This design comes from an exercise in tuning for small area, a short achievable clock period and few clock cycles per item on the open sky130 flow, not from production work.
Function was not checked in any run shown here: the RTL went through the layout flow alone.
Power is estimated from default activity; no workload was simulated.

File: design/flow/design.v
`default_nettype none
package rdc_pkg;
   localparam int FIELD_BITS = 32;
   localparam int NCELL = 14;
   localparam int DIGIT_BITS = 4;
   localparam logic [1:0] TY_ONE  = 2'd0;   
   localparam logic [1:0] TY_BIN  = 2'd1;   
   localparam logic [1:0] TY_QUAT = 2'd2;   
   localparam logic [1:0] TY_TERN = 2'd3;   
endpackage
`default_nettype wire
`default_nettype none
import rdc_pkg::*;
module radix_digit_converter_unit (
   input  wire logic        clock,
   input  wire logic        reset,
   input  wire logic        req_tvalid,
   output logic             req_tready,
   input  wire logic [31:0] req_tdata,    
   output logic             rsp_tvalid,
   input  wire logic        rsp_tready,
   output logic [7:0]       rsp_tdata,    
   output logic             rsp_tlast,    
   input  wire logic        csr_wr_en,
   input  wire logic [4:0]  csr_wr_data   
);
   function automatic logic [3:0] add3(input logic [3:0] d);
      add3[3] = d[3] | (d[2] & d[0]) | (d[2] & d[1]);
      add3[2] = (d[3] & d[0]) | (d[2] & ~d[1] & ~d[0]);
      add3[1] = (d[3] & ~d[0]) | (d[1] & d[0]) | (~d[2] & d[1]);
      add3[0] = (d[3] & ~d[0]) | (d[2] & d[1] & ~d[0]) | (~d[3] & ~d[2] & d[0]);
   endfunction
   function automatic logic [2:0] top_nib(input logic [31:0] v);
      logic [2:0] t;
      t = 3'd0;
      for (int i = 1; i < 8; i++) begin
         if (v[4*i +: 4] != 4'd0) t = 3'(i);
      end
      top_nib = t;
   endfunction
   function automatic logic [3:0] top_cell(input logic [NCELL-1:0][3:0] c);
      logic [3:0] t;
      t = 4'd0;
      for (int i = 1; i < NCELL; i++) begin
         if (c[i] != 4'd0) t = 4'(i);
      end
      top_cell = t;
   endfunction
   logic [4:0]  radix_ff;
   logic        rdy_ff;
   logic        v_full;
   logic [31:0] v_data;
   logic        v_ld;       
   logic        v_oct;      
   logic        v_bcd;      
   logic        v_gen;      
   logic [3:0]  v_rc;       
   logic [1:0]  v_ty;       
   logic [2:0]  v_idx;      
   logic [1:0]  v_bit;      
   logic [3:0]  v_nib;      
   logic        a_busy, a_done;
   logic [1:0]  a_ty;
   logic [NCELL-1:0][3:0] a_cell;
   logic        e_busy;
   logic        e_lp;       
   logic [1:0]  e_ty;
   logic [3:0]  e_j;
   logic [1:0]  e_s;
   logic [NCELL-1:0][3:0] e_cell;
   logic        o_v, o_l, s_v, s_l;
   logic [3:0]  o_d, s_d;
   assign req_tready = rdy_ff;
   assign rsp_tvalid = o_v;
   assign rsp_tdata  = {4'd0, o_d};
   assign rsp_tlast  = o_l;
   logic [4:0] r_eff;
   logic       d_ld, d_oct, d_bcd, d_gen;
   logic [3:0] d_rc;
   logic [1:0] d_ty;
   always_comb begin
      r_eff = radix_ff;
      if (r_eff < 5'd2)  r_eff = 5'd2;
      if (r_eff > 5'd16) r_eff = 5'd16;
      d_ld = (r_eff == 5'd2) || (r_eff == 5'd4) || (r_eff == 5'd16);
      d_oct = (r_eff == 5'd8);
      d_bcd = (r_eff == 5'd10);
      d_gen = !d_ld && !d_oct && !d_bcd;
      d_rc  = (r_eff == 5'd3) ? 4'd9 : r_eff[3:0];
      case (r_eff)
         5'd2:    d_ty = TY_BIN;
         5'd4:    d_ty = TY_QUAT;
         5'd3:    d_ty = TY_TERN;
         default: d_ty = TY_ONE;
      endcase
   end
   logic       emit, e_last, handoff, start, start_last, step_last, v_free;
   logic [2:0] top;
   logic [3:0] nib1;
   logic       bit_in;
   logic [3:0] e_rd;
   logic [1:0] s_eff, s_max;
   logic [3:0] e_dig;
   logic [3:0] h_top, h_rd;    
   logic [1:0] h_s;            
   logic [3:0] e_j_n;
   logic [1:0] e_s_n;
   always_comb begin
      h_top = top_cell(a_cell);
      h_rd  = a_cell[h_top];
      case (a_ty)
         TY_BIN:  h_s = h_rd[3] ? 2'd3 : h_rd[2] ? 2'd2 : h_rd[1] ? 2'd1 : 2'd0;
         TY_QUAT: h_s = (h_rd[3:2] != 2'd0) ? 2'd1 : 2'd0;
         TY_TERN: h_s = (h_rd >= 4'd3) ? 2'd1 : 2'd0;
         default: h_s = 2'd0;
      endcase
      e_rd = e_cell[e_j];
      case (e_ty)
         TY_BIN:  s_max = 2'd3;
         TY_QUAT: s_max = 2'd1;
         TY_TERN: s_max = 2'd1;
         default: s_max = 2'd0;
      endcase
      s_eff = e_s;
      if (e_s == 2'd0) begin
         e_j_n = e_j - 4'd1;
         e_s_n = s_max;
      end else begin
         e_j_n = e_j;
         e_s_n = e_s - 2'd1;
      end
      case (e_ty)
         TY_BIN:  e_dig = {3'd0, e_rd[s_eff]};
         TY_QUAT: e_dig = s_eff[0] ? {2'd0, e_rd[3:2]} : {2'd0, e_rd[1:0]};
         TY_TERN: begin
            if (s_eff[0]) e_dig = (e_rd >= 4'd6) ? 4'd2 : (e_rd >= 4'd3) ? 4'd1 : 4'd0;
            else          e_dig = (e_rd >= 4'd6) ? e_rd - 4'd6 : (e_rd >= 4'd3) ? e_rd - 4'd3 : e_rd;
         end
         default: e_dig = e_rd;
      endcase
   end
   always_comb begin
      emit       = e_busy && !s_v;
      e_last     = emit && e_lp;
      handoff    = a_done && (!e_busy || e_last);
      start      = v_full && !a_busy && (!a_done || handoff);
      top        = top_nib(v_data);
      start_last = v_ld || v_oct || (top == 3'd0);
      step_last  = (v_idx == 3'd0) && (!v_gen || (v_bit == 2'd0));
      v_free     = (a_busy && step_last) || (start && start_last);
      nib1       = v_data[{top, 2'b00} +: 4];
      bit_in     = v_nib[v_bit];
   end
   logic [NCELL-1:0][3:0] first_cells, bcd_cells, gen_cells;
   logic [4:0]            rc2;
   logic [5:0]            rc3;
   logic [1:0]            fq;
   logic [3:0]            fm;
   always_comb begin
      first_cells = '0;
      rc2 = {v_rc, 1'b0};
      rc3 = {2'b0, v_rc} + {1'b0, v_rc, 1'b0};
      if ({2'b0, nib1} >= rc3) begin
         fq = 2'd3;
         fm = nib1 - rc3[3:0];
      end else if ({1'b0, nib1} >= rc2) begin
         fq = 2'd2;
         fm = nib1 - rc2[3:0];
      end else if (nib1 >= v_rc) begin
         fq = 2'd1;
         fm = nib1 - v_rc;
      end else begin
         fq = 2'd0;
         fm = nib1;
      end
      if (v_ld) begin
         for (int i = 0; i < 8; i++) first_cells[i] = v_data[4*i +: 4];
      end else if (v_oct) begin
         for (int i = 0; i < 10; i++) first_cells[i] = {1'b0, v_data[3*i +: 3]};
         first_cells[10] = {2'd0, v_data[31:30]};
      end else begin
         first_cells[0] = fm;
         first_cells[1] = {2'd0, fq};
      end
   end
   localparam int NBCD = 10;
   logic [NBCD-1:0][3:0] bx, bc;
   always_comb begin
      bx = a_cell[NBCD-1:0];
      for (int s = 3; s >= 0; s--) begin
         for (int i = 0; i < NBCD; i++) bc[i] = add3(bx[i]);
         for (int i = 0; i < NBCD; i++) begin
            bx[i] = {bc[i][2:0], (i == 0) ? v_nib[s] : bc[i-1][3]};
         end
      end
      bcd_cells = '0;
      bcd_cells[NBCD-1:0] = bx;
   end
   logic [NCELL-1:0][4:0] g_t0, g_t1;
   logic [NCELL-1:0]      gg, pp, gn, pn;    
   logic [NCELL:0]        g_cy;
   always_comb begin
      for (int i = 0; i < NCELL; i++) begin
         g_t0[i] = {a_cell[i], 1'b0} - {1'b0, v_rc};
         g_t1[i] = {a_cell[i], 1'b1} - {1'b0, v_rc};
         gg[i]   = !g_t0[i][4];
         pp[i]   = !g_t1[i][4];
      end
      for (int l = 0; l < 4; l++) begin
         gn = gg;
         pn = pp;
         for (int i = 0; i < NCELL; i++) begin
            if ((i >> l) & 1) begin
               gn[i] = gg[i] | (pp[i] & gg[((i >> l) << l) - 1]);
               pn[i] = pp[i] & pp[((i >> l) << l) - 1];
            end
         end
         gg = gn;
         pp = pn;
      end
      g_cy[0] = bit_in;
      for (int i = 0; i < NCELL; i++) g_cy[i+1] = gg[i] | (pp[i] & bit_in);
      for (int i = 0; i < NCELL; i++) begin
         if (g_cy[i]) gen_cells[i] = !g_t1[i][4] ? g_t1[i][3:0] : {a_cell[i][2:0], 1'b1};
         else         gen_cells[i] = !g_t0[i][4] ? g_t0[i][3:0] : {a_cell[i][2:0], 1'b0};
      end
   end
   logic       v_full_n, a_busy_n, step_last_n;
   logic [2:0] v_idx_n;
   logic [1:0] v_bit_n;
   always_comb begin
      v_idx_n = v_idx;
      v_bit_n = v_bit;
      if (start) begin
         v_idx_n = top - 3'd1;
         v_bit_n = 2'd3;
      end else if (a_busy) begin
         if (!v_gen || v_bit == 2'd0) begin
            v_idx_n = v_idx - 3'd1;
            v_bit_n = 2'd3;
         end else begin
            v_bit_n = v_bit - 2'd1;
         end
      end
      v_full_n    = rdy_ff ? req_tvalid : (v_full && !v_free);
      a_busy_n    = (start && !start_last) || (a_busy && !step_last);
      step_last_n = (v_idx_n == 3'd0) && (!v_gen || (v_bit_n == 2'd0));
   end
   always_ff @(posedge clock) begin
      if (reset) begin
         radix_ff <= 5'd2;
         rdy_ff   <= 1'b1;
         v_full   <= 1'b0;
         a_busy   <= 1'b0;
         a_done   <= 1'b0;
         e_busy   <= 1'b0;
         o_v      <= 1'b0;
         s_v      <= 1'b0;
      end else begin
         if (csr_wr_en) radix_ff <= csr_wr_data;
         v_full <= v_full_n;
         rdy_ff <= !v_full_n || (a_busy_n && step_last_n);
         a_busy <= a_busy_n;
         if ((start && start_last) || (a_busy && step_last)) a_done <= 1'b1;
         else if (handoff) a_done <= 1'b0;
         if (handoff) e_busy <= 1'b1;
         else if (e_last) e_busy <= 1'b0;
         if (s_v) begin
            if (!o_v || rsp_tready) begin
               o_v <= 1'b1;
               s_v <= 1'b0;
            end
         end else if (emit) begin
            if (!o_v || rsp_tready) o_v <= 1'b1;
            else s_v <= 1'b1;
         end else if (rsp_tready) begin
            o_v <= 1'b0;
         end
      end
      if (rdy_ff) begin
         v_data <= req_tdata;
         v_ld   <= d_ld;
         v_oct  <= d_oct;
         v_bcd  <= d_bcd;
         v_gen  <= d_gen;
         v_rc   <= d_rc;
         v_ty   <= d_ty;
      end
      v_idx <= v_idx_n;
      v_bit <= v_bit_n;
      v_nib <= v_data[{v_idx_n, 2'b00} +: 4];
      if (start) begin
         a_cell <= first_cells;
         a_ty   <= v_ty;
      end else if (a_busy) begin
         a_cell <= v_gen ? gen_cells : bcd_cells;
      end
      if (handoff) begin
         e_cell <= a_cell;
         e_j    <= h_top;
         e_s    <= h_s;
         e_lp   <= (h_top == 4'd0) && (h_s == 2'd0);
         e_ty   <= a_ty;
      end else if (emit) begin
         e_j    <= e_j_n;
         e_s    <= e_s_n;
         e_lp   <= (e_j_n == 4'd0) && (e_s_n == 2'd0);
      end
      if (s_v) begin
         if (!o_v || rsp_tready) begin
            o_d <= s_d;
            o_l <= s_l;
         end
      end else if (emit) begin
         if (!o_v || rsp_tready) begin
            o_d <= e_dig;
            o_l <= e_last;
         end else begin
            s_d <= e_dig;
            s_l <= e_last;
         end
      end
   end
endmodule
`default_nettype wire
File: design/flow/run.sh
#!/bin/bash
# synth_recipe.tcl (not shown) runs the flow's synth.tcl, then flattens the netlist and writes it again
# the make line also repeats each setting of config.mk as NAME=value (left out here)
make -C /OpenROAD-flow-scripts/flow DESIGN_CONFIG=/design/flow/config.mk WORK_HOME=/design/flow/orfs CLKGATE_MAP_FILE= SYNTH_SCRIPT=/design/flow/synth_recipe.tcl finish
File: design/flow/config.mk
export PLATFORM = sky130hd
export DESIGN_NAME = radix_digit_converter_unit
export DESIGN_NICKNAME = radix_digit_converter_unit
export VERILOG_FILES = /design/flow/design.v
export SDC_FILE = /design/flow/constraint.sdc
export NUM_CORES = 4
export LEC_CHECK = 0
export ABC_CLOCK_PERIOD_IN_PS = 3000
export CAP_MARGIN = 70
export CORE_MARGIN = 2
export CORE_UTILIZATION = 40
export SLEW_MARGIN = 70
File: design/flow/constraint.sdc
create_clock -name core_clock -period 12.0 [get_ports {clock}]
set_input_delay 2.4000 -clock core_clock [delete_from_list [all_inputs] [get_ports {clock}]]
set_output_delay 2.4000 -clock core_clock [all_outputs]
set_load 0.01 [all_outputs]
==> results of run 1 <==
==> layout make-up <==
class                      instances  area (µm²)
clock buffer                      20         447
clock inverter                    12         109
fill                            4371       24200
inverter                         109         419
multi-input combinational       1756       12600
sequential                       195        5540
tap                              600         751
timing repair buffer             172        1330
==> sequential cells by signal, summed over array words and instances, names as in the netlist, 2 cells and up <==
register and flops:
v_ty 2, radix_ff 5, o_d 4, v_nib 4, v_data 32, e_j 4
e_cell 56, v_idx 3, e_ty 2, v_bit 2, v_rc 4, e_s 2
a_cell 56, s_d 4, a_ty 2
==> layer usage <==
metal / vias to the layer above / routed length, µm / global-route usage [%]
met4: 2 / 1990 / 8.82
met1: 8659 / 26400 / 34.8
met3: 133 / 4500 / 3.26
met5: - / 10 / 0
li1: 8381 / - / -
met2: 826 / 28400 / 41.6
==> worst reg2reg max path, cell delays in order (launching register included) <==
cell and delay [ps]:
edfxtp_1 460, or4_1 570, o21bai_1 230, a21boi_2 130
o21ai_4 320, mux2_2 400, a221oi_2 360, ha_1 260
inv_1 90, fa_1 420, a21o_1 170, a21o_1 170
a21oi_1 180, a2111oi_2 80, buf_1 140, inv_1 130
o21ai_0 160, a211o_1 270, a32oi_1 210, o21ai_0 100
==> cell usage after synthesis, types with 37 or more instances <==
| cell type | n | area share [%] |
|---|---|---|
| a211oi_1 | 37 | 1.5 |
| a21o_1 | 37 | 1.5 |
| a21oi_1 | 193 | 5.2 |
| clkbuf_1 | 106 | 2.2 |
| edfxtp_1 | 162 | 26 |
| ha_1 | 80 | 5.4 |
| inv_1 | 96 | 2.0 |
| mux2i_1 | 46 | 2.5 |
| nand2_1 | 220 | 4.5 |
| nand2b_1 | 44 | 1.5 |
| nand3_1 | 38 | 1.0 |
| nor2_1 | 201 | 4.1 |
| nor3_1 | 69 | 1.9 |
| o21ai_0 | 148 | 4.0 |
| xnor2_1 | 62 | 2.9 |
==> where the power goes <==
group,switching (mW),leakage (nW),internal [mW],total (mW)
Sequential,0.114,1.82,0.867,0.982
Combinational,1.79,5.77,1.12,2.91
Clock,0.270,0.266,0.293,0.562
Total,2.17,7.86,2.28,4.45
==> worst max-delay path by stage <==
| stage | from | end | slack, ps | cells past startpoint |
|---|---|---|---|---|
| floorplan | v_rc[2] | a_cell[38] | 7430 | 14 |
| global placement | v_data[8] | a_cell[2] | 6680 | 18 |
| detailed placement | v_data[8] | a_cell[3] | 6900 | 19 |
| CTS | v_data[8] | a_cell[3] | 6870 | 19 |
| global route | v_data[8] | a_cell[3] | 6620 | 19 |
| finish | v_data[8] | a_cell[3] | 6920 | 19 |
==> cells by family (layout without fill, tap and decap cells) <==
group / count (synthesis) / in the layout / share of synthesized area (%)
buf+inv: 236 / 313 / 5.06
other cells: 1 / 4 / 0.0204
mux: 81 / 81 / 5.86
fa+ha+maj: 116 / 116 / 9.13
compound gates: 765 / 765 / 28.2
flops: 195 / 195 / 30.0
xor+xnor: 75 / 75 / 3.57
simple gates: 715 / 715 / 18.2
==> per-stage QoR <==
stage          hold slack, ps  util (%)  area, µm²  std cells
6_report                  547      46.6      21200       2864
5_1_grt                   564      46.6      21200       2864
4_1_cts                   541      46.0      20900       2855
3_5_place_dp              532      44.8      20300       2823
3_3_place_gp              515      42.9      19400       2748
2_1_floorplan             400         -      18400       2187
==> summary.txt, run 1 <==
Ports: 53
Hold-fix buffers, CTS: 0
Die height: 219 µm
CP Capture Type: flop
Hold Crit Class: reg2reg
RSZ-0062 raised after global routing: no
DPL Wire Length: 45500 µm
First-pass iteration count of the detailed router: 6
Initial Util: 40.6%
Layout area overhead: 14.9%
Die X: 219 µm
Fmax: 197 MHz
Critical path arrival: 5280 ps
Critical path buffer and inverter count: 3
Core Box Area: 45400 µm²
Worst reg2reg startpoint: v_data[8]
Setup TNS Final: 0 ps
Reg2Reg Setup Slack: 6920 ps
Syn. warnings: 1
Clock Tree Buf Depth: 2
Pins over their slew limit: 0
Detailed Route Iter0 Violations: 1513
EDFF count, synth: 162
Hold worst-path end: e_cell[44]
Wire per inst: 21.4 µm
Max IR drop VDD: 0.104 mV
Via Count: 18000
H-tree levels: 4
Status: finished clean
Number of antenna-violating nets in the routed design: 0
Most common cell after layout, fill and taps aside: nand2_1
# nets final: 2405
Num Clock Sinks: 195
Clk_skew: 11.5 ps
Leakage: 7.86 nW
CTS buffer count: 17
Die area: 47800 µm²
Kind of critical path: reg2reg
Tcrit/Tclk final: 42.3%
First-pass GRT wire length: 95100 µm
Setup Fix Bufs, Post-CTS: 0
Cells along the critical path: or4_1 -> o21bai_1 -> a21boi_2 -> o21ai_4 -> mux2_2 -> a221oi_2 -> ha_1 -> inv_1 -> fa_1 -> a21o_1 -> a21o_1 -> a21oi_1 -> a2111oi_2 -> buf_1 -> inv_1 -> o21ai_0 -> a211o_1 -> a32oi_1 -> o21ai_0
CTS tree: built
Yosys cell types: 93
PwrDens: 210 nW/µm²
# port buffers: 48
Synthesized cell area: 18400 µm²
Final Hold Vio Count: 0
Top_reg_cell synth: edfxtp_1
Clk slew on worst S/H paths: 70 ps
Most frequent cells in the layout: nand2_1 (219), nor2_1 (190), a21oi_1 (182)
Reg2Reg Capture Point: a_cell[3]
Vias in the first global route: 16800
Crit-path max cell delay: 570 ps
Worst hold start: a_cell[44]
Worst path slowest cell: or4_1
WL final: 61300 µm
Grt ovf: 0
Layout cells sized above 1: 13.7%
Vias/cell: 6.29
GRT Total Usage: 25.5%
Async SR Flop Fraction: 0%
WP data required: 12200 ps
Latest clock arrival within the worst-skew pair: 460 ps
Total chip power: 4.45 mW
Drt drc: 0
Dpl ws: 6900 ps
Final worst slack: 6920 ps
Hold Path Depth: 0
Setup violators final: 0
Initial antenna violation count: 2
Post-CTS sizing: 0
Crit-path leading delay family: compound AO/OA/AOI/OAI gates
Max FO, Critical Path: 7
Flops & latches, synth: 195
Sequential-to-total area share from yosys stat: 30.0%
Synth Instances: 2184
Reg2reg path depth: 19
Ant diodes: 0
CP startpoint kind: flop
Total of max-cap violations: 0
GPL Wtd Cong: 0.912
Fin crit period: 5080 ps
Largest net degree at the start of global routing: 47
Syn Area/Cell: 8.43 µm²
Rows: 78
CTS root buffer: clkbuf_16
==> inputs of run 2 (changes only) <==
--- a/design/flow/config.mk
+++ b/design/flow/config.mk
@@ -5,7 +5,6 @@
 export SDC_FILE = /design/flow/constraint.sdc
 export NUM_CORES = 4
 export LEC_CHECK = 0
-export ABC_CLOCK_PERIOD_IN_PS = 3000
 export CAP_MARGIN = 70
 export CORE_MARGIN = 2
 export CORE_UTILIZATION = 40
==> summary.txt, run 2 <==
Status: finished clean
DR top layer: met5
Min Hold Slack: 547 ps (unchanged)
Syn Area/Cell: 8.43 µm² (unchanged)
Die height: 219 µm (unchanged)
Max IR drop VDD: 0.104 mV (unchanged)
Final Hold Vio Count: 0 (unchanged)
Initial antenna violation count: 2 (unchanged)
Syn. warnings: 1 (unchanged)
Fmax: 197 MHz (unchanged)
Kind of critical path: reg2reg
Final Instance Count excl. Fillers: 2864 (unchanged)
Layout cells sized above 1: 13.7% (unchanged)
Vias/cell: 6.29 (unchanged)
Top flop regs: a_cell: 56 flops, e_cell: 56 flops, v_data: 32 flops
Async SR Flop Fraction: 0% (unchanged)
Commonest cells in the synthesized netlist: nand2_1 (220), nor2_1 (201), a21oi_1 (193), edfxtp_1 (162), o21ai_0 (148)
Cells after DPL: 2823 (unchanged)
Final worst slack: 6920 ps (unchanged)
Yosys cell types: 93 (unchanged)
Met2 Routed Length: 28400 µm (unchanged)
Post-CTS sizing: 0 (unchanged)
CTS buffer count: 17 (unchanged)
Layout area overhead: 14.9% (unchanged)
First-pass GRT wire length: 95100 µm (unchanged)
Sequential Power Share: 22.1% (about the same)
Top post-synthesis cells by area: edfxtp_1 (26%), ha_1 (5.4%), a21oi_1 (5.2%)
Fin crit period: 5080 ps (unchanged)
Num Clock Sinks: 195 (unchanged)
Max FO, Critical Path: 7 (unchanged)
Sequential-to-total area share from yosys stat: 30.0% (unchanged)
M1 WL: 26400 µm (unchanged)
Sw Share: 48.8% (unchanged)
Wire length on met3: 4500 µm (unchanged)
Detailed Route Iter0 Violations: 1513 (unchanged)
Number of antenna-violating nets in the routed design: 0 (unchanged)
Latest clock arrival within the worst-skew pair: 460 ps (about the same)
Internal Power: 2.28 mW (unchanged)
Sw Pwr: 2.17 mW (unchanged)
First-pass iteration count of the detailed router: 6 (unchanged)
Ant diodes: 0 (unchanged)
Hold-fix buffers, CTS: 0 (unchanged)
# port buffers: 48 (unchanged)
GRT Total Usage: 25.5% (unchanged)
Rows: 78 (unchanged)
WL final: 61300 µm (unchanged)
Flops & latches, synth: 195 (unchanged)
Clock network power share: 12.6% (about the same)
Setup TNS Final: 0 ps (unchanged)
Leading area contributor after synthesis: edfxtp_1
Synth Instances: 2184 (unchanged)
Most common cell after layout, fill and taps aside: nand2_1
CTS tree: built
Leakage: 7.86 nW (unchanged)
Synthesized cell area: 18400 µm² (unchanged)
Wire per inst: 21.4 µm (unchanged)
WP data required: 12200 ps (about the same)
Most frequent cells in the layout: nand2_1 (219), nor2_1 (190), a21oi_1 (182)
Top_reg_cell synth: edfxtp_1
Pins over their slew limit: 0 (unchanged)
Total of max-cap violations: 0 (unchanged)
Setup Fix Bufs, Post-CTS: 0 (unchanged)
Setup violators final: 0 (unchanged)
RSZ-0062 raised after global routing: no
Ports: 53 (unchanged)
Drt drc: 0 (unchanged)
Clk slew on worst S/H paths: 70 ps (about the same)
Grt ovf: 0 (unchanged)
Die area: 47800 µm² (unchanged)
Clock Tree Buf Depth: 2 (unchanged)
Clk_skew: 11.5 ps (unchanged)
EDFF count, synth: 162 (unchanged)
CTS root buffer: clkbuf_16
Vias in the first global route: 16800 (unchanged)
H-tree levels: 4 (unchanged)
Critical path arrival: 5280 ps (about the same)
Tcrit/Tclk final: 42.3% (unchanged)
Total chip power: 4.45 mW (unchanged)
PwrDens: 210 nW/µm² (unchanged)
Via Count: 18000 (unchanged)
CP startpoint kind: flop
DPL Wire Length: 45500 µm (unchanged)
Hold Crit Class: reg2reg
GPL Wtd Cong: 0.912 (unchanged)
Post-synth top area share: 26.4% (unchanged)
Initial Util: 40.6% (unchanged)
Logic pwr share: 65.3% (about the same)
Dpl ws: 6900 ps (unchanged)
Core Box Area: 45400 µm² (unchanged)
Top-count cell post-synth: nand2_1
Largest net degree at the start of global routing: 47 (unchanged)
# nets final: 2405 (unchanged)
CP Capture Type: flop
Die X: 219 µm (unchanged)
## run 2: cell counts in the layout (fill, tap and decap cells not counted)
No cell type changed its count.
## run 2: per-stage QoR
step           util [%]  cell area [µm²]
6_report           46.6            21200
5_1_grt            46.6            21200
4_1_cts            46.0            20900
3_5_place_dp       44.8            20300
3_3_place_gp       42.9            19400
2_1_floorplan         -            18400
## run 2: layout make-up
cell class / count / area (µm²)
Clock buffer: 20 / 447
Clock inverter: 12 / 109
Fill cell: 4371 / 24200
Inverter: 109 / 419
Multi-Input combinational cell: 1756 / 12600
Sequential cell: 195 / 5540
Tap cell: 600 / 751
Timing Repair Buffer: 172 / 1330
## run 2: metal layers
metal,up-vias,GRT usage [%]
li1,8381,-
met1,8659,34.8
met2,826,41.6
met3,133,3.26
met4,2,8.82
met5,-,0
## run 2: cell families after synthesis
kind of cell | share of synthesized area (%)
adder cells (fa/ha/maj) | 9.13
buffers and inverters | 5.06
flip-flops | 30.0
other | 0.0204
XOR/XNOR | 3.57
AND/OR/NAND/NOR | 18.2
multiplexers | 5.86
AO/OA/AOI/OAI | 28.2
## run 2: power by group through the flow
stage                     Combinational [mW]  Clock [mW]  Sequential [mW]
after global routing                    3.18       0.591            0.991
after global placement                  2.50           0             1.07
final                                   2.91       0.562            0.982
after floorplan                         2.03           0            0.954
after detailed placement                2.77           0            0.997
after CTS                               2.79       0.570            0.982
## run 2: critical path, stage by stage (launching register included)
cell,delay [ps]
edfxtp_1,460
or4_1,570
o21bai_1,220
a21boi_2,130
o21ai_4,320
mux2_2,400
a221oi_2,360
ha_1,250
inv_1,90
fa_1,420
a21o_1,170
a21o_1,170
a21oi_1,180
a2111oi_2,80
buf_1,140
inv_1,130
o21ai_0,160
a211o_1,270
a32oi_1,210
o21ai_0,100
## run 2: final timing paths
check	depth (start not counted)	slack (ps)	endpoint	from
max	19	6920	a_cell[3]	v_data[8]
min	0	550	e_cell[44]	a_cell[44]
max reg2reg	19	6920	a_cell[3]	v_data[8]
min reg2reg	0	550	e_cell[44]	a_cell[44]
==> inputs of run 3 (changes only) <==
--- a/design/flow/design.v
+++ b/design/flow/design.v
@@ -62,8 +62,7 @@
    logic        a_busy, a_done;
    logic [1:0]  a_ty;
    logic [NCELL-1:0][3:0] a_cell;
-   logic        e_busy;
-   logic        e_lp;       
+   logic        e_busy, e_first;
    logic [1:0]  e_ty;
    logic [3:0]  e_j;
    logic [1:0]  e_s;
@@ -101,19 +100,7 @@
    logic [3:0] e_rd;
    logic [1:0] s_eff, s_max;
    logic [3:0] e_dig;
-   logic [3:0] h_top, h_rd;    
-   logic [1:0] h_s;            
-   logic [3:0] e_j_n;
-   logic [1:0] e_s_n;
-   always_comb begin
-      h_top = top_cell(a_cell);
-      h_rd  = a_cell[h_top];
-      case (a_ty)
-         TY_BIN:  h_s = h_rd[3] ? 2'd3 : h_rd[2] ? 2'd2 : h_rd[1] ? 2'd1 : 2'd0;
-         TY_QUAT: h_s = (h_rd[3:2] != 2'd0) ? 2'd1 : 2'd0;
-         TY_TERN: h_s = (h_rd >= 4'd3) ? 2'd1 : 2'd0;
-         default: h_s = 2'd0;
-      endcase
+   always_comb begin
       e_rd = e_cell[e_j];
       case (e_ty)
          TY_BIN:  s_max = 2'd3;
@@ -121,13 +108,15 @@
          TY_TERN: s_max = 2'd1;
          default: s_max = 2'd0;
       endcase
-      s_eff = e_s;
-      if (e_s == 2'd0) begin
-         e_j_n = e_j - 4'd1;
-         e_s_n = s_max;
+      if (e_first) begin
+         case (e_ty)
+            TY_BIN:  s_eff = e_rd[3] ? 2'd3 : e_rd[2] ? 2'd2 : e_rd[1] ? 2'd1 : 2'd0;
+            TY_QUAT: s_eff = (e_rd[3:2] != 2'd0) ? 2'd1 : 2'd0;
+            TY_TERN: s_eff = (e_rd >= 4'd3) ? 2'd1 : 2'd0;
+            default: s_eff = 2'd0;
+         endcase
       end else begin
-         e_j_n = e_j;
-         e_s_n = e_s - 2'd1;
+         s_eff = e_s;
       end
       case (e_ty)
          TY_BIN:  e_dig = {3'd0, e_rd[s_eff]};
@@ -141,7 +130,7 @@
    end
    always_comb begin
       emit       = e_busy && !s_v;
-      e_last     = emit && e_lp;
+      e_last     = emit && (e_j == 4'd0) && (s_eff == 2'd0);
       handoff    = a_done && (!e_busy || e_last);
       start      = v_full && !a_busy && (!a_done || handoff);
       top        = top_nib(v_data);
@@ -296,15 +285,18 @@
          a_cell <= v_gen ? gen_cells : bcd_cells;
       end
       if (handoff) begin
-         e_cell <= a_cell;
-         e_j    <= h_top;
-         e_s    <= h_s;
-         e_lp   <= (h_top == 4'd0) && (h_s == 2'd0);
-         e_ty   <= a_ty;
+         e_cell  <= a_cell;
+         e_j     <= top_cell(a_cell);
+         e_ty    <= a_ty;
+         e_first <= 1'b1;
       end else if (emit) begin
-         e_j    <= e_j_n;
-         e_s    <= e_s_n;
-         e_lp   <= (e_j_n == 4'd0) && (e_s_n == 2'd0);
+         e_first <= 1'b0;
+         if (s_eff == 2'd0) begin
+            e_j <= e_j - 4'd1;
+            e_s <= s_max;
+         end else begin
+            e_s <= s_eff - 2'd1;
+         end
       end
       if (s_v) begin
          if (!o_v || rsp_tready) begin
--- a/design/flow/config.mk
+++ b/design/flow/config.mk
@@ -5,7 +5,7 @@
 export SDC_FILE = /design/flow/constraint.sdc
 export NUM_CORES = 4
 export LEC_CHECK = 0
-export CAP_MARGIN = 70
+export CAP_MARGIN = 20
 export CORE_MARGIN = 2
 export CORE_UTILIZATION = 40
-export SLEW_MARGIN = 70
+export SLEW_MARGIN = 20
==> summary.txt, run 3 <==
Leakage: 7.30 nW (-7.2%)
Detailed Route Iter0 Violations: 1874 (+24%)
RSZ-0062 raised after global routing: no
Min Hold Slack: 434 ps (-113 ps)
Top post-synthesis cells by area: edfxtp_1 (26%), ha_1 (5.5%), a21oi_1 (4.3%)
# nets final: 2283 (-5.1%)
Via Count: 17600 (-2.4%)
Hold Path Depth: 0 (unchanged)
Sequential-to-total area share from yosys stat: 29.9% (-0.11 points)
DPL Wire Length: 43900 µm (-3.6%)
Top-count cell post-synth: nor2_1
Met1 GRT Util: 34.6% (-0.20 points)
GR Util met3: 3.44% (+0.18 points)
Wire per inst: 21.7 µm (+1.5%)
CP startpoint kind: flop
Setup Fix Bufs, Post-CTS: 0 (unchanged)
Reg2Reg Capture Point: a_cell[27]
Leading area contributor after synthesis: edfxtp_1
CTS root buffer: clkbuf_16
Layout area overhead: 8.11%
Clk_skew: 14.5 ps (+2.98 ps)
CTS tree: built
Fin crit period: 6240 ps (+1170 ps)
Grt ovf: 0 (unchanged)
Max FO, Critical Path: 47 (+40)
Vias in the first global route: 16500 (-2.2%)
Top_reg_cell synth: edfxtp_1
Hold-fix buffers, CTS: 0 (unchanged)
Yosys cell types: 102 (+9.7%)
Max IR drop VDD: 0.102 mV (-2.2%)
Setup TNS Final: 0 ps (unchanged)
CP startpoint: e_j[0]
First-pass GRT wire length: 93600 µm (-1.6%)
Synth Instances: 2160 (-1.1%)
Tcrit/Tclk final: 52.0% (+9.7 points)
Vias/cell: 6.41 (+2.0%)
Number of antenna-violating nets in the routed design: 0 (unchanged)
Die height: 219 µm (about the same)
Setup violators final: 0 (unchanged)
Reg2Reg Setup Slack: 5760 ps (-1170 ps)
Worst reg2reg startpoint: e_j[0]
EDFF count, synth: 161 (-0.62%)
Status: finished clean
Fill count: 4523 (+3.5%)
Most common cell after layout, fill and taps aside: nor2_1
WL final: 59500 µm (-2.8%)
Top flop regs: a_cell: 56 flops, e_cell: 56 flops, v_data: 32 flops
Drt drc: 0 (unchanged)
Reg2reg path depth: 12 (-7)
Grt peak-use layer: met2
# port buffers: 48 (unchanged)
Final Hold Vio Count: 0 (unchanged)
Ports: 53 (unchanged)
Hold Crit Class: reg2reg
Syn Area/Cell: 8.54 µm² (+1.3%)
Layout cells sized above 1: 6.87% (-6.9 points)
Commonest cells in the synthesized netlist: nor2_1 (184), nand2_1 (181), edfxtp_1 (161), a21oi_1 (159), o21ai_0 (150)
Fmax: 160 MHz (-19%)
Latest clock arrival within the worst-skew pair: 450 ps (about the same)
Worst-Margin Slew: 1010 ps
Post-CTS sizing: 0 (unchanged)
H-tree levels: 4 (unchanged)
Num Clock Sinks: 195 (unchanged)
Async SR Flop Fraction: 0% (unchanged)
Flops & latches, synth: 195 (unchanged)
CP Capture Type: flop
Fin util: 43.8% (-2.8 points)
First-pass iteration count of the detailed router: 6 (unchanged)
Ant diodes: 0 (unchanged)
Most frequent cells in the layout: nor2_1 (184), nand2_1 (181), edfxtp_1 (161)
Slew headroom: 32.5%
Initial Util: 40.6% (about the same)
Die X: 219 µm (about the same)
Clock Tree Buf Depth: 2 (unchanged)
PwrDens: 195 nW/µm² (-7.2%)
Pins over their slew limit: 0 (unchanged)
Total of max-cap violations: 0 (unchanged)
Rows: 78 (unchanged)
Largest net degree at the start of global routing: 58 (+23%)
Worst hold start: v_ty[0]
Post-synth top area share: 26.2% (-0.21 points)
Clk slew on worst S/H paths: 80 ps (about the same)
GR met2 Demand/Resource: 40.3% (-1.3 points)
WP data required: 11890 ps (-310 ps)
Kind of critical path: reg2reg
Core Box Area: 45500 µm² (+0.22%)
Synthesized cell area: 18400 µm² (+0.18%)
Hold worst-path end: a_ty[0]
GPL Wtd Cong: 0.924 (+1.4%)
CTS buffer count: 17 (unchanged)
Syn. warnings: 1 (unchanged)
Critical path arrival: 6130 ps (+850 ps)
Initial antenna violation count: 0 (-2)
Die area: 47800 µm² (+0.18%)
GRT Total Usage: 24.8% (-0.78 points)
==> run 3: cell types whose count changed after synthesis, moves of 9 or more <==
cell / previous run / this run
or3_1: 3 / 13
nand2_1: 220 / 181
a21oi_1: 193 / 159
nor3_1: 69 / 53
a221oi_1: 22 / 31
nand3_1: 38 / 48
nor2b_1: 33 / 43
o21a_1: 9 / 22
mux2i_1: 46 / 22
nor2_1: 201 / 184
xnor2_1: 62 / 47
a31o_2: 4 / 13
==> run 3: where the power goes <==
group          total [mW]  internal, mW  switching, mW
sequential           1.07         0.854          0.212
combinational        2.24         0.868           1.37
clock               0.584         0.298          0.286
total                3.89          2.02           1.87
==> run 3: stage by stage <==
step / total power [mW] / cells / setup WS, ps / instance area [µm²]
after global routing: 4.18 / 2741 / 5210 / 19900
after floorplan: 2.70 / 2163 / 6950 / 18500
after detailed placement: 3.27 / 2709 / 6210 / 19300
after CTS: 3.85 / 2741 / 6180 / 19900
after global placement: 3.24 / 2709 / 6310 / 19300
final: 3.89 / 2741 / 5760 / 19900
==> run 3: kinds of logic (layout without fill, tap and decap cells) <==
group	after synthesis	after routing	share of synthesized area (%)
AOI/OAI and AO/OA	794	794	29.6
DFF	195	195	29.9
and+or+nand+nor	685	685	18.0
buffers and inverters	233	211	5.03
muxes	69	69	5.14
xor gates and xnor gates	66	66	3.13
other	1	4	0.0203
adders and majority gates	117	117	9.18
==> run 3: layout make-up <==
cell class                      count  area [µm²]  share of cell area, %
Multi-Input combinational cell   1735       12000                   60.3
Tap cell                          600         751                   3.76
Inverter                          109         415                   2.08
Timing Repair Buffer               70         646                   3.24
Sequential cell                   195        5520                   27.7
Clock inverter                     14         168                  0.841
Clock buffer                       18         429                   2.15
==> run 3: how the worst max path moves through the flow <==
| stage | endpoint | slack, ps | cells past startpoint |
|---|---|---|---|
| floorplan | e_j[1] | 6950 | 18 |
| global placement | a_cell[23] | 6310 | 12 |
| detailed placement | a_cell[22] | 6210 | 12 |
| CTS | a_cell[27] | 6180 | 12 |
| global route | a_cell[44] | 5210 | 13 |
| finish | a_cell[27] | 5760 | 12 |
==> run 3: metal layers <==
| metal | vias to the layer above | part of all wire, % |
|---|---|---|
| met1 | 8552 | 45 |
| li1 | 8186 | - |
| met5 | - | 0 |
| met3 | 92 | 6.6 |
| met2 | 738 | 47 |
| met4 | 0 | 2.0 |
==> run 3: critical path, stage by stage, from the launching register on <==
cell and delay (ps):
edfxtp_1 930, mux4_2 370, nand2_1 60, a31oi_1 740
ha_1 390, mux2i_1 100, o21ai_0 270, nor2_1 90
a211oi_2 330, o311ai_4 260, a31o_4 310, nor2_1 750
clkinv_2 1050
==> inputs of run 4 (changes only) <==
--- a/design/flow/design.v
+++ b/design/flow/design.v
@@ -30,6 +30,14 @@
       add3[1] = (d[3] & ~d[0]) | (d[1] & d[0]) | (~d[2] & d[1]);
       add3[0] = (d[3] & ~d[0]) | (d[2] & d[1] & ~d[0]) | (~d[3] & ~d[2] & d[0]);
    endfunction
+   function automatic logic [1:0] lead(input logic [3:0] c, input logic [1:0] ty);
+      case (ty)
+         TY_BIN:  lead = c[3] ? 2'd3 : c[2] ? 2'd2 : c[1] ? 2'd1 : 2'd0;
+         TY_QUAT: lead = (c[3:2] != 2'd0) ? 2'd1 : 2'd0;
+         TY_TERN: lead = (c >= 4'd3) ? 2'd1 : 2'd0;
+         default: lead = 2'd0;
+      endcase
+   endfunction
    function automatic logic [2:0] top_nib(input logic [31:0] v);
       logic [2:0] t;
       t = 3'd0;
@@ -55,6 +63,9 @@
    logic        v_bcd;      
    logic        v_gen;      
    logic [3:0]  v_rc;       
+   logic [7:2]  v_hl;       
+   logic [7:3]  v_hr;       
+   logic [2:0]  v_top;      
    logic [1:0]  v_ty;       
    logic [2:0]  v_idx;      
    logic [1:0]  v_bit;      
@@ -63,6 +74,7 @@
    logic [1:0]  a_ty;
    logic [NCELL-1:0][3:0] a_cell;
    logic        e_busy, e_first;
+   logic        e_lp;       
    logic [1:0]  e_ty;
    logic [3:0]  e_j;
    logic [1:0]  e_s;
@@ -100,7 +112,15 @@
    logic [3:0] e_rd;
    logic [1:0] s_eff, s_max;
    logic [3:0] e_dig;
+   logic [3:0] h_top;          
+   logic [NCELL-1:0] h_nz;
+   logic [1:0] h_s0;           
+   logic [3:0] e_j_n;
+   logic [1:0] e_s_n;
    always_comb begin
+      h_top = top_cell(a_cell);
+      for (int i = 0; i < NCELL; i++) h_nz[i] = (a_cell[i] != 4'd0);
+      h_s0 = lead(a_cell[0], a_ty);
       e_rd = e_cell[e_j];
       case (e_ty)
          TY_BIN:  s_max = 2'd3;
@@ -108,15 +128,13 @@
          TY_TERN: s_max = 2'd1;
          default: s_max = 2'd0;
       endcase
-      if (e_first) begin
-         case (e_ty)
-            TY_BIN:  s_eff = e_rd[3] ? 2'd3 : e_rd[2] ? 2'd2 : e_rd[1] ? 2'd1 : 2'd0;
-            TY_QUAT: s_eff = (e_rd[3:2] != 2'd0) ? 2'd1 : 2'd0;
-            TY_TERN: s_eff = (e_rd >= 4'd3) ? 2'd1 : 2'd0;
-            default: s_eff = 2'd0;
-         endcase
+      s_eff = e_first ? lead(e_rd, e_ty) : e_s;
+      if (s_eff == 2'd0) begin
+         e_j_n = e_j - 4'd1;
+         e_s_n = s_max;
       end else begin
-         s_eff = e_s;
+         e_j_n = e_j;
+         e_s_n = s_eff - 2'd1;
       end
       case (e_ty)
          TY_BIN:  e_dig = {3'd0, e_rd[s_eff]};
@@ -130,46 +148,33 @@
    end
    always_comb begin
       emit       = e_busy && !s_v;
-      e_last     = emit && (e_j == 4'd0) && (s_eff == 2'd0);
+      e_last     = emit && e_lp;
       handoff    = a_done && (!e_busy || e_last);
       start      = v_full && !a_busy && (!a_done || handoff);
-      top        = top_nib(v_data);
-      start_last = v_ld || v_oct || (top == 3'd0);
+      top        = v_top;
+      start_last = v_ld || v_oct || (v_bcd && (top == 3'd0));
       step_last  = (v_idx == 3'd0) && (!v_gen || (v_bit == 2'd0));
       v_free     = (a_busy && step_last) || (start && start_last);
       nib1       = v_data[{top, 2'b00} +: 4];
       bit_in     = v_nib[v_bit];
    end
    logic [NCELL-1:0][3:0] first_cells, bcd_cells, gen_cells;
-   logic [4:0]            rc2;
-   logic [5:0]            rc3;
-   logic [1:0]            fq;
-   logic [3:0]            fm;
    always_comb begin
       first_cells = '0;
-      rc2 = {v_rc, 1'b0};
-      rc3 = {2'b0, v_rc} + {1'b0, v_rc, 1'b0};
-      if ({2'b0, nib1} >= rc3) begin
-         fq = 2'd3;
-         fm = nib1 - rc3[3:0];
-      end else if ({1'b0, nib1} >= rc2) begin
-         fq = 2'd2;
-         fm = nib1 - rc2[3:0];
-      end else if (nib1 >= v_rc) begin
-         fq = 2'd1;
-         fm = nib1 - v_rc;
-      end else begin
-         fq = 2'd0;
-         fm = nib1;
-      end
       if (v_ld) begin
          for (int i = 0; i < 8; i++) first_cells[i] = v_data[4*i +: 4];
       end else if (v_oct) begin
          for (int i = 0; i < 10; i++) first_cells[i] = {1'b0, v_data[3*i +: 3]};
          first_cells[10] = {2'd0, v_data[31:30]};
+      end else if (v_bcd) begin
+         if (nib1 >= 4'd10) begin
+            first_cells[0] = nib1 - 4'd10;
+            first_cells[1] = 4'd1;
+         end else begin
+            first_cells[0] = nib1;
+         end
       end else begin
-         first_cells[0] = fm;
-         first_cells[1] = {2'd0, fq};
+         first_cells[0] = {2'd0, nib1[3:2]};
       end
    end
    localparam int NBCD = 10;
@@ -192,8 +197,10 @@
       for (int i = 0; i < NCELL; i++) begin
          g_t0[i] = {a_cell[i], 1'b0} - {1'b0, v_rc};
          g_t1[i] = {a_cell[i], 1'b1} - {1'b0, v_rc};
-         gg[i]   = !g_t0[i][4];
-         pp[i]   = !g_t1[i][4];
+         gg[i]   = a_cell[i][3];
+         pp[i]   = a_cell[i][3];
+         for (int h = 3; h < 8; h++) gg[i] = gg[i] | (v_hr[h] & (a_cell[i][2:0] >= 3'(h)));
+         for (int h = 2; h < 8; h++) pp[i] = pp[i] | (v_hl[h] & (a_cell[i][2:0] >= 3'(h)));
       end
       for (int l = 0; l < 4; l++) begin
          gn = gg;
@@ -210,8 +217,8 @@
       g_cy[0] = bit_in;
       for (int i = 0; i < NCELL; i++) g_cy[i+1] = gg[i] | (pp[i] & bit_in);
       for (int i = 0; i < NCELL; i++) begin
-         if (g_cy[i]) gen_cells[i] = !g_t1[i][4] ? g_t1[i][3:0] : {a_cell[i][2:0], 1'b1};
-         else         gen_cells[i] = !g_t0[i][4] ? g_t0[i][3:0] : {a_cell[i][2:0], 1'b0};
+         if (g_cy[i]) gen_cells[i] = g_cy[i+1] ? g_t1[i][3:0] : {a_cell[i][2:0], 1'b1};
+         else         gen_cells[i] = g_cy[i+1] ? g_t0[i][3:0] : {a_cell[i][2:0], 1'b0};
       end
    end
    logic       v_full_n, a_busy_n, step_last_n;
@@ -221,8 +228,8 @@
       v_idx_n = v_idx;
       v_bit_n = v_bit;
       if (start) begin
-         v_idx_n = top - 3'd1;
-         v_bit_n = 2'd3;
+         v_idx_n = v_gen ? top : top - 3'd1;
+         v_bit_n = v_gen ? 2'd1 : 2'd3;
       end else if (a_busy) begin
          if (!v_gen || v_bit == 2'd0) begin
             v_idx_n = v_idx - 3'd1;
@@ -273,6 +280,9 @@
          v_bcd  <= d_bcd;
          v_gen  <= d_gen;
          v_rc   <= d_rc;
+         for (int h = 2; h < 8; h++) v_hl[h] <= (d_rc[3:1] == 3'(h));
+         for (int h = 3; h < 8; h++) v_hr[h] <= ({1'b0, d_rc[3:1]} + {3'd0, d_rc[0]} == 4'(h));
+         v_top  <= top_nib(req_tdata);
          v_ty   <= d_ty;
       end
       v_idx <= v_idx_n;
@@ -285,18 +295,16 @@
          a_cell <= v_gen ? gen_cells : bcd_cells;
       end
       if (handoff) begin
-         e_cell  <= a_cell;
-         e_j     <= top_cell(a_cell);
-         e_ty    <= a_ty;
+         e_cell <= a_cell;
+         e_j    <= h_top;
          e_first <= 1'b1;
+         e_lp   <= !(|h_nz[NCELL-1:1]) && (h_s0 == 2'd0);
+         e_ty   <= a_ty;
       end else if (emit) begin
          e_first <= 1'b0;
-         if (s_eff == 2'd0) begin
-            e_j <= e_j - 4'd1;
-            e_s <= s_max;
-         end else begin
-            e_s <= s_eff - 2'd1;
-         end
+         e_j    <= e_j_n;
+         e_s    <= e_s_n;
+         e_lp   <= (e_j_n == 4'd0) && (e_s_n == 2'd0);
       end
       if (s_v) begin
          if (!o_v || rsp_tready) begin
==> design/flow/flow/run.sh (new file) <==
#!/bin/bash
# Standard layout, with timing repair aiming well below the clock period:
# repair_timing treats any path with less than SETUP_SLACK_MARGIN ns of slack as failing.
set -euo pipefail
bash standard.sh synth > synth.log 2>&1
bash standard.sh SETUP_SLACK_MARGIN=8.5 finish > layout.log 2>&1
==> design/flow/standard.sh (new file) <==
#!/bin/bash
# synth_recipe.tcl (not shown) runs the flow's synth.tcl, then flattens the netlist and writes it again
# the make line also repeats each setting of config.mk as NAME=value (left out here)
make -C /OpenROAD-flow-scripts/flow DESIGN_CONFIG=/design/flow/config.mk WORK_HOME=/design/flow/orfs CLKGATE_MAP_FILE= SYNTH_SCRIPT=/design/flow/synth_recipe.tcl "${@:-finish}"
--- a/design/flow/config.mk
+++ b/design/flow/config.mk
@@ -5,6 +5,7 @@
 export SDC_FILE = /design/flow/constraint.sdc
 export NUM_CORES = 4
 export LEC_CHECK = 0
+export ABC_AREA = 1
 export CAP_MARGIN = 20
 export CORE_MARGIN = 2
 export CORE_UTILIZATION = 40
removed: design/flow/run.sh
==> summary.txt, run 4 <==
Status: finished clean
CP startpoint kind: flop
Critical path buffer and inverter count: 1 (unchanged)
Worst-Margin Slew: 833 ps (-180 ps)
Total chip power: 4.23 mW (+8.7%)
Area of the multi-input gates: 9830 µm² (-18%)
Via Count: 17000 (-3.0%)
Vias/cell: 5.51 (-14%)
Ant diodes: 0 (unchanged)
Worst path slowest cell: edfxtp_1
Reg2reg path depth: 19 (+7)
Met2 Routed Length: 27900 µm (+0.22%)
Vias in the first global route: 16100 (-2.4%)
Drt drc: 0 (unchanged)
Leading area contributor after synthesis: edfxtp_1
Rows: 76 (-2.6%)
EDFF count, synth: 177 (+9.9%)
Worst hold start: v_ty[0]
Syn Area/Cell: 7.12 µm² (-17%)
Total of max-cap violations: 0 (unchanged)
Clk slew on worst S/H paths: 60 ps (-20 ps)
WL final: 58400 µm (-2.0%)
Die X: 213 µm (-2.5%)
Tcrit/Tclk final: 29.0% (-23 points)
Core Box Area: 43200 µm² (-5.1%)
Yosys cell types: 65 (-36%)
# nets final: 2613 (+14%)
Hold Crit Class: reg2reg
DPL Wire Length: 43500 µm (-0.85%)
Most common cell after layout, fill and taps aside: nand2_1
Layout area overhead: 10.8%
DR top layer: met4
Most frequent cells in the layout: nand2_1 (668), inv_1 (285), nor2_1 (213)
Worst reg2reg startpoint: v_hl[3]
Sequential-to-total area share from yosys stat: 34.2% (+4.3 points)
Largest net degree at the start of global routing: 63 (+8.6%)
RSZ-0062 raised after global routing: yes
Crit-path max cell delay: 370 ps (-680 ps)
Reg2Reg Capture Point: a_cell[19]
Top flop regs: a_cell: 56 flops, e_cell: 56 flops, v_data: 32 flops
Wire per inst: 18.9 µm (-13%)
CP Capture Type: output port
Top_reg_cell synth: edfxtp_1
Initial antenna violation count: 0 (unchanged)
Hold worst-path end: a_ty[0]
Placed cell area: 18400 µm² (-4.7%)
Layout cells sized above 1: 8.49% (+1.6 points)
Flops & latches, synth: 211 (+8.2%)
Initial Util: 40.6% (about the same)
Reg2Reg Setup Slack: 8640 ps (+2880 ps)
Setup violators final: 0 (unchanged)
Num Clock Sinks: 211 (+8.2%)
First-pass GRT wire length: 90500 µm (-3.3%)
Max IR drop VDD: 0.128 mV (+26%)
Clk_skew: 35.0 ps (+20.5 ps)
Synthesized cell area: 17500 µm² (-5.0%)
FF+latch area: 6000 µm² (+8.8%)
Grt ovf: 0 (unchanged)
Commonest cells in the synthesized netlist: nand2_1 (669), inv_1 (287), nor2_1 (214), edfxtp_1 (177), o21ai_0 (166)
First-pass iteration count of the detailed router: 5 (-1)
Setup TNS Final: 0 ps (unchanged)
Cells along the critical path: buf_2
WP data required: 9600 ps (-2290 ps)
CTS buffer count: 26 (+9)
Hold Path Depth: 0 (unchanged)
Post-synth top area share: 30.3% (+4.1 points)
Syn. warnings: 1 (unchanged)
GPL Wtd Cong: 0.913 (-1.2%)
Number of antenna-violating nets in the routed design: 0 (unchanged)
H-tree levels: 1 (-3)
Final Instance Area: 19400 µm² (-2.7%)
# port buffers: 48 (unchanged)
Die area: 45500 µm² (-4.9%)
GRT Total Usage: 25.8% (+1.1 points)
Slew headroom: 44.5% (+12 points)
Fmax: 287 MHz (+79%)
Detailed Route Iter0 Violations: 1524 (-19%)
Die height: 213 µm (-2.5%)
Fin util: 44.9% (+1.1 points)
Top-count cell post-synth: nand2_1
Max FO, Critical Path: 1 (-98%)
Fill count: 4448 (-1.7%)
Ports: 53 (unchanged)
M1 WL: 24000 µm (-9.6%)
Pins over their slew limit: 0 (unchanged)
Synth Instances: 2459 (+14%)
CTS root buffer: clkbuf_16
PwrDens: 218 nW/µm² (+12%)
Final Hold Vio Count: 0 (unchanged)
Crit-path leading delay family: flip-flops
Levels on crit path: 1 (-11)
Fin crit period: 3480 ps (-2760 ps)
Kind of critical path: reg2out
Async SR Flop Fraction: 0% (unchanged)
Wire length on met3: 3810 µm (-2.9%)
Latest clock arrival within the worst-skew pair: 570 ps (+120 ps)
Top post-synthesis cells by area: edfxtp_1 (30%), nand2_1 (14%), inv_1 (6.2%)
Critical path arrival: 1080 ps (-5050 ps)
Leakage: 8.64 nW (+18%)
CTS tree: built
Clock Tree Buf Depth: 3 (+1)
-- run 4: changes by cell type in the layout (fill, tap and decap cells not counted), moves of 27 or more --
cell      delta
nor2_1      +29
a211oi_1    -30
inv_1      +189
nand2_1    +487
nor2b_1     -43
nand3_1    +113
a21o_1      -34
inv_2       +44
nand2b_1    -50
a21oi_1     -34
a221oi_1    -27
o21ai_1     +36
-- run 4: layout make-up --
class,count,share of cell area [%]
clock buffer,27,3.37
clock inverter,21,1.06
inverter,337,6.55
multi-input combinational,1834,50.7
sequential,211,30.9
tap,585,3.77
timing repair buffer,78,3.65
-- run 4: worst max path at each step --
stage          slack (ps)    endpoint          from
6_report             8520   rsp_tlast           o_l
5_1_grt              8470    v_nib[0]           s_v
3_3_place_gp         7950    v_top[0]  req_tdata[9]
3_5_place_dp         8010    v_top[0]  req_tdata[9]
2_1_floorplan        8620  req_tready        rdy_ff
4_1_cts              8420  req_tready        rdy_ff
-- run 4: worst register-to-register path, stage by stage (launching register included) --
cell and delay, ps:
edfxtp_1 850, inv_1 300, a21oi_1 190, nor2_1 70, nand2_2 90, nand2_1 70, nand2_1 80, nand2_1 70
nand2_2 110, nor2_4 80, o21ai_2 440, inv_1 210, nand2_1 130, nand2_1 70, nand2_1 60, nand2_1 50
nand2_1 60, nand2_1 60, nand2_1 60, nand2_1 50
-- run 4: repair_timing --
item | 4_1_cts | 5_1_grt
buffers inserted | 1 | 11
setup endpoints to repair | 13 | 33
hold buffers | 0 | 0
gates resized for setup | 31 | 11
-- run 4: stage by stage --
step                      instances  hold slack (ps)  setup WS, ps
after global routing           3093              450          8470
after CTS                      3082              434          8420
after floorplan                2462              400          8620
after global placement         3033              413          7950
after detailed placement       3033              420          8010
final                          3093              432          8520
-- run 4: cell families (layout without fill, tap and decap cells) --
| kind of cell | after synthesis | after routing | share of synthesized area (%) |
|---|---|---|---|
| AOI/OAI and AO/OA | 508 | 508 | 16.9 |
| xor gates and xnor gates | 54 | 54 | 2.70 |
| adders and majority gates | 83 | 83 | 7.13 |
| buffers and inverters | 417 | 463 | 9.85 |
| DFF | 211 | 211 | 34.2 |
| muxes | 1 | 1 | 0.0571 |
| other | 1 | 4 | 0.0214 |
| and+or+nand+nor | 1184 | 1184 | 29.2 |
-- run 4: report_power, final --
group,internal [mW],leakage (nW),switching [mW],total (mW)
sequential,0.957,1.99,0.177,1.13
clock,0.463,0.408,0.340,0.803
combinational,0.779,6.24,1.52,2.30
total,2.20,8.64,2.03,4.23
-- run 4: metal layers --
metal  track usage (%)  up-vias
met3              3.25      156
met2              44.3      625
met5                 0        -
met4              10.9        0
li1                  -     8251
met1              32.8     8016
==> inputs of run 5 (changes only) <==
--- a/design/flow/design.v
+++ b/design/flow/design.v
@@ -63,6 +63,7 @@
    logic        v_bcd;      
    logic        v_gen;      
    logic [3:0]  v_rc;       
+   logic [3:0]  v_k;        
    logic [7:2]  v_hl;       
    logic [7:3]  v_hr;       
    logic [2:0]  v_top;      
@@ -190,13 +191,13 @@
       bcd_cells = '0;
       bcd_cells[NBCD-1:0] = bx;
    end
-   logic [NCELL-1:0][4:0] g_t0, g_t1;
+   logic [NCELL-1:0][3:0] g_t0, g_t1;
    logic [NCELL-1:0]      gg, pp, gn, pn;    
    logic [NCELL:0]        g_cy;
    always_comb begin
       for (int i = 0; i < NCELL; i++) begin
-         g_t0[i] = {a_cell[i], 1'b0} - {1'b0, v_rc};
-         g_t1[i] = {a_cell[i], 1'b1} - {1'b0, v_rc};
+         g_t0[i] = {a_cell[i][2:0], 1'b0} + v_k;
+         g_t1[i] = g_t0[i] + 4'd1;
          gg[i]   = a_cell[i][3];
          pp[i]   = a_cell[i][3];
          for (int h = 3; h < 8; h++) gg[i] = gg[i] | (v_hr[h] & (a_cell[i][2:0] >= 3'(h)));
@@ -280,6 +281,7 @@
          v_bcd  <= d_bcd;
          v_gen  <= d_gen;
          v_rc   <= d_rc;
+         v_k    <= 4'd0 - d_rc;
          for (int h = 2; h < 8; h++) v_hl[h] <= (d_rc[3:1] == 3'(h));
          for (int h = 3; h < 8; h++) v_hr[h] <= ({1'b0, d_rc[3:1]} + {3'd0, d_rc[0]} == 4'(h));
          v_top  <= top_nib(req_tdata);
--- a/design/flow/config.mk
+++ b/design/flow/config.mk
@@ -5,7 +5,6 @@
 export SDC_FILE = /design/flow/constraint.sdc
 export NUM_CORES = 4
 export LEC_CHECK = 0
-export ABC_AREA = 1
 export CAP_MARGIN = 20
 export CORE_MARGIN = 2
 export CORE_UTILIZATION = 40
==> summary.txt, run 5 <==
Grt ovf: 0 (unchanged)
Wire per inst: 22.3 µm (+18%)
Hold Crit Class: reg2reg
Top-count cell post-synth: nand2_1
H-tree levels: 1 (unchanged)
DPL Wire Length: 40100 µm (-7.9%)
Fmax: 279 MHz (-2.7%)
Die height: 215 µm (+0.73%)
Post-synth top area share: 29.9% (-0.45 points)
Crit-path max cell delay: 550 ps (+180 ps)
Largest net degree at the start of global routing: 59 (-6.3%)
Critical path buffer and inverter count: 2 (+1)
CTS tree: built
Status: finished clean
Cells after DPL: 2570 (-15%)
CTS buffer count: 26 (unchanged)
Total of max-cap violations: 0 (unchanged)
First-pass GRT wire length: 93200 µm (+3.0%)
Top_reg_cell synth: edfxtp_1
Min Hold Slack: 426 ps (-5.64 ps)
Detailed Route Iter0 Violations: 1714 (+12%)
Syn. warnings: 1 (unchanged)
Max FO, Critical Path: 8 (+7)
Worst path slowest cell: mux4_2
Clk_skew: 36.5 ps (+1.43 ps)
Latest clock arrival within the worst-skew pair: 570 ps (about the same)
Fin crit period: 3580 ps (+98.0 ps)
Sequential-to-total area share from yosys stat: 33.7% (-0.51 points)
Die X: 215 µm (+0.73%)
Final Instance Count excl. Fillers: 2730 (-12%)
Hold-fix buffers, CTS: 0 (unchanged)
Tcrit/Tclk final: 29.8% (+0.82 points)
Initial antenna violation count: 1 (+1)
RSZ-0062 raised after global routing: yes
Leakage: 7.54 nW (-13%)
Ports: 53 (unchanged)
Critical path arrival: 3870 ps (+2790 ps)
Sw Pwr: 1.49 mW (-27%)
Initial Util: 40.4% (-0.19 points)
WL final: 60800 µm (+4.2%)
GPL Wtd Cong: 0.907 (-0.72%)
CTS root buffer: clkbuf_16
Flops & latches, synth: 211 (unchanged)
Setup violators final: 0 (unchanged)
Sw Share: 41.1% (-7.0 points)
Cells along the critical path: buf_12 -> mux4_2 -> mux4_2 -> buf_6 -> ha_4 -> nor2_2 -> a21oi_2 -> a31oi_4 -> o211ai_1 -> a21oi_1 -> a21oi_1 -> mux2_4 -> mux2_2
Max IR drop VDD: 0.109 mV (-15%)
EDFF count, synth: 177 (unchanged)
Synth Instances: 2073 (-16%)
Vias/cell: 6.32 (+15%)
Syn Area/Cell: 8.58 µm² (+20%)
Vias in the first global route: 16100 (+0.14%)
Area of the multi-input gates: 11200 µm² (+14%)
Layout area overhead: 16.6%
FF+latch area: 6000 µm² (about the same)
Layout cells sized above 1: 16.1% (+7.7 points)
Top post-synthesis cells by area: edfxtp_1 (30%), a21oi_1 (5.1%), nand2_1 (4.6%)
Final Instance Area: 20700 µm² (+6.8%)
Leading area contributor after synthesis: edfxtp_1
Setup TNS Final: 0 ps (unchanged)
CP startpoint kind: flop
PwrDens: 175 nW/µm² (-20%)
Commonest cells in the synthesized netlist: nand2_1 (218), a21oi_1 (181), edfxtp_1 (177), nor2_1 (167), o21ai_0 (150)
Top flop regs: a_cell: 56 flops, e_cell: 56 flops, v_data: 32 flops
Kind of critical path: reg2reg
# port buffers: 48 (unchanged)
Drt drc: 0 (unchanged)
Most frequent cells in the layout: nand2_1 (215), edfxtp_1 (177), a21oi_1 (173)
Async SR Flop Fraction: 0% (unchanged)
# nets final: 2214 (-15%)
Clk slew on worst S/H paths: 60 ps (about the same)
Fill count: 4211 (-5.3%)
First-pass iteration count of the detailed router: 7 (+2)
Yosys cell types: 91 (+40%)
Die area: 46200 µm² (+1.5%)
Core Box Area: 44000 µm² (+2.0%)
Pins over their slew limit: 0 (unchanged)
Rows: 77 (+1.3%)
Crit-path leading delay family: multiplexers
Clock Tree Buf Depth: 3 (unchanged)
Slew headroom: 26.1% (-18 points)
Number of antenna-violating nets in the routed design: 0 (unchanged)
Most common cell after layout, fill and taps aside: nand2_1
CP Capture Type: flop
WP data required: 12290 ps (+2690 ps)
Logic pwr share: 48.0% (-6.2 points)
Clock network power share: 23.1% (+4.1 points)
Internal Power: 2.14 mW (-2.8%)
Placed cell area: 18600 µm² (+0.67%)
Synthesized cell area: 17800 µm² (+1.5%)
Final Hold Vio Count: 0 (unchanged)
Num Clock Sinks: 211 (unchanged)
Worst-Margin Slew: 1100 ps (+271 ps)
GRT Total Usage: 25.4% (-0.46 points)
Via Count: 17200 (+1.1%)
Sequential Power Share: 28.9% (+2.1 points)
==> run 5: cells by family after synthesis <==
logic type	Yosys count	share of synthesized area [%]
AOI/OAI and AO/OA	727	27.2
xor gates and xnor gates	79	3.89
adders and majority gates	57	4.57
buffers and inverters	239	5.37
DFF	211	33.7
muxes	85	7.04
other	1	0.0211
and+or+nand+nor	674	18.2
==> run 5: path summary, 6_finish.rpt <==
path,from,end,slack (ps),cells past startpoint
hold / removal,v_ty[0],a_ty[0],430,0
hold reg to reg,v_ty[0],a_ty[0],430,0
setup reg to reg,e_j[0],o_d[0],8420,13
setup / recovery,e_j[0],o_d[0],8420,13
==> run 5: cell type report <==
cell class / count / share of cell area [%]
multi-input combinational: 1627 / 54.3
antenna: 1 / 0.0121
clock buffer: 36 / 3.82
sequential: 211 / 29.0
inverter: 66 / 1.21
tap: 592 / 3.57
clock inverter: 12 / 0.676
timing repair buffer: 185 / 7.49
==> run 5: layer usage <==
| layer | global-route usage [%] | wire [µm] | up-vias |
|---|---|---|---|
| met2 | 42.3 | 28800 | 847 |
| met5 | 0 | 0 | - |
| met3 | 3.37 | 5350 | 134 |
| li1 | - | - | 7965 |
| met1 | 34.1 | 24600 | 8296 |
| met4 | 8.38 | 2000 | 0 |
==> run 5: per-stage QoR <==
step	util [%]	setup slack, ps	total power, mW
floorplan	-	8420	2.20
finish	47.1	8420	3.63
global placement	42.1	7210	2.54
global route	47.1	8280	3.84
CTS	45.9	8430	3.53
detailed placement	42.1	7170	2.58
==> run 5: what timing repair did <==
item | 4_1_cts | 5_1_grt
cloned | 0 | 1
setup buffers | 73 | 37
gates resized for setup | 65 | 54
pin swaps | 16 | 17
setup endpoints to repair | 76 | 81
==> run 5: power by group through the flow <==
stage | clock [mW] | combinational [mW] | sequential, mW
global route | 0.877 | 1.91 | 1.06
detailed placement | 0 | 1.45 | 1.13
CTS | 0.846 | 1.63 | 1.05
floorplan | 0 | 1.23 | 0.977
finish | 0.837 | 1.74 | 1.05
global placement | 0 | 1.41 | 1.13
==> run 5: worst register-to-register path, cell delays in order (launching register included) <==
cell and delay [ps]:
edfxtp_1 400, buf_12 140, mux4_2 480, mux4_2 550
buf_6 160, ha_4 150, nor2_2 110, a21oi_2 80
a31oi_4 370, o211ai_1 150, a21oi_1 160, a21oi_1 60
mux2_4 280, mux2_2 250

## port drivers added, routing unchanged
The flow's constraints put no driver on any port. The routed layouts listed below were extracted and timed again, unchanged, in two steps. Step 1 sets driving cells, clkbuf_16 on the clock port and buf_2 on the other inputs (assumed; they add their load-dependent delay and slew). Step 2 adds t to the input delays and takes it off the output delays; t is the mean of the earliest and latest rising clock arrival at the registers after step 1. Input paths then give back, and output paths get back, about the clock's delay inside the block. a / b / c = ideal / step 1 / step 2; a / b = the first two.
| run | t (ns) | slack for setup (ns) | hold slack, ns | slew at the worst register clock pin (ns) | cell pins on the clock port's net |
|---|---|---|---|---|---|
| run 1 | 0.512 | 6.924 / 6.924 / 6.924 | 0.547 / 0.547 / 0.547 | 0.08 / 0.08 | 1 |
| run 2 | 0.512 | 6.924 / 6.924 / 6.924 | 0.547 / 0.547 / 0.547 | 0.08 / 0.08 | 1 |
| run 3 | 0.497 | 5.756 / 5.756 / 5.756 | 0.434 / 0.434 / 0.434 | 0.08 / 0.08 | 1 |
| run 4 | 0.607 | 8.517 / 8.464 / 8.016 | 0.432 / 0.432 / 0.432 | 0.07 / 0.07 | 1 |
| run 5 | 0.603 | 8.419 / 8.419 / 7.959 | 0.426 / 0.426 / 0.426 | 0.07 / 0.07 | 1 |
After both steps every run listed still meets setup and hold. For run 4, which loses most, drivers alone change the setup slack by -0.053 ns; drivers and shift together by -0.501 ns.
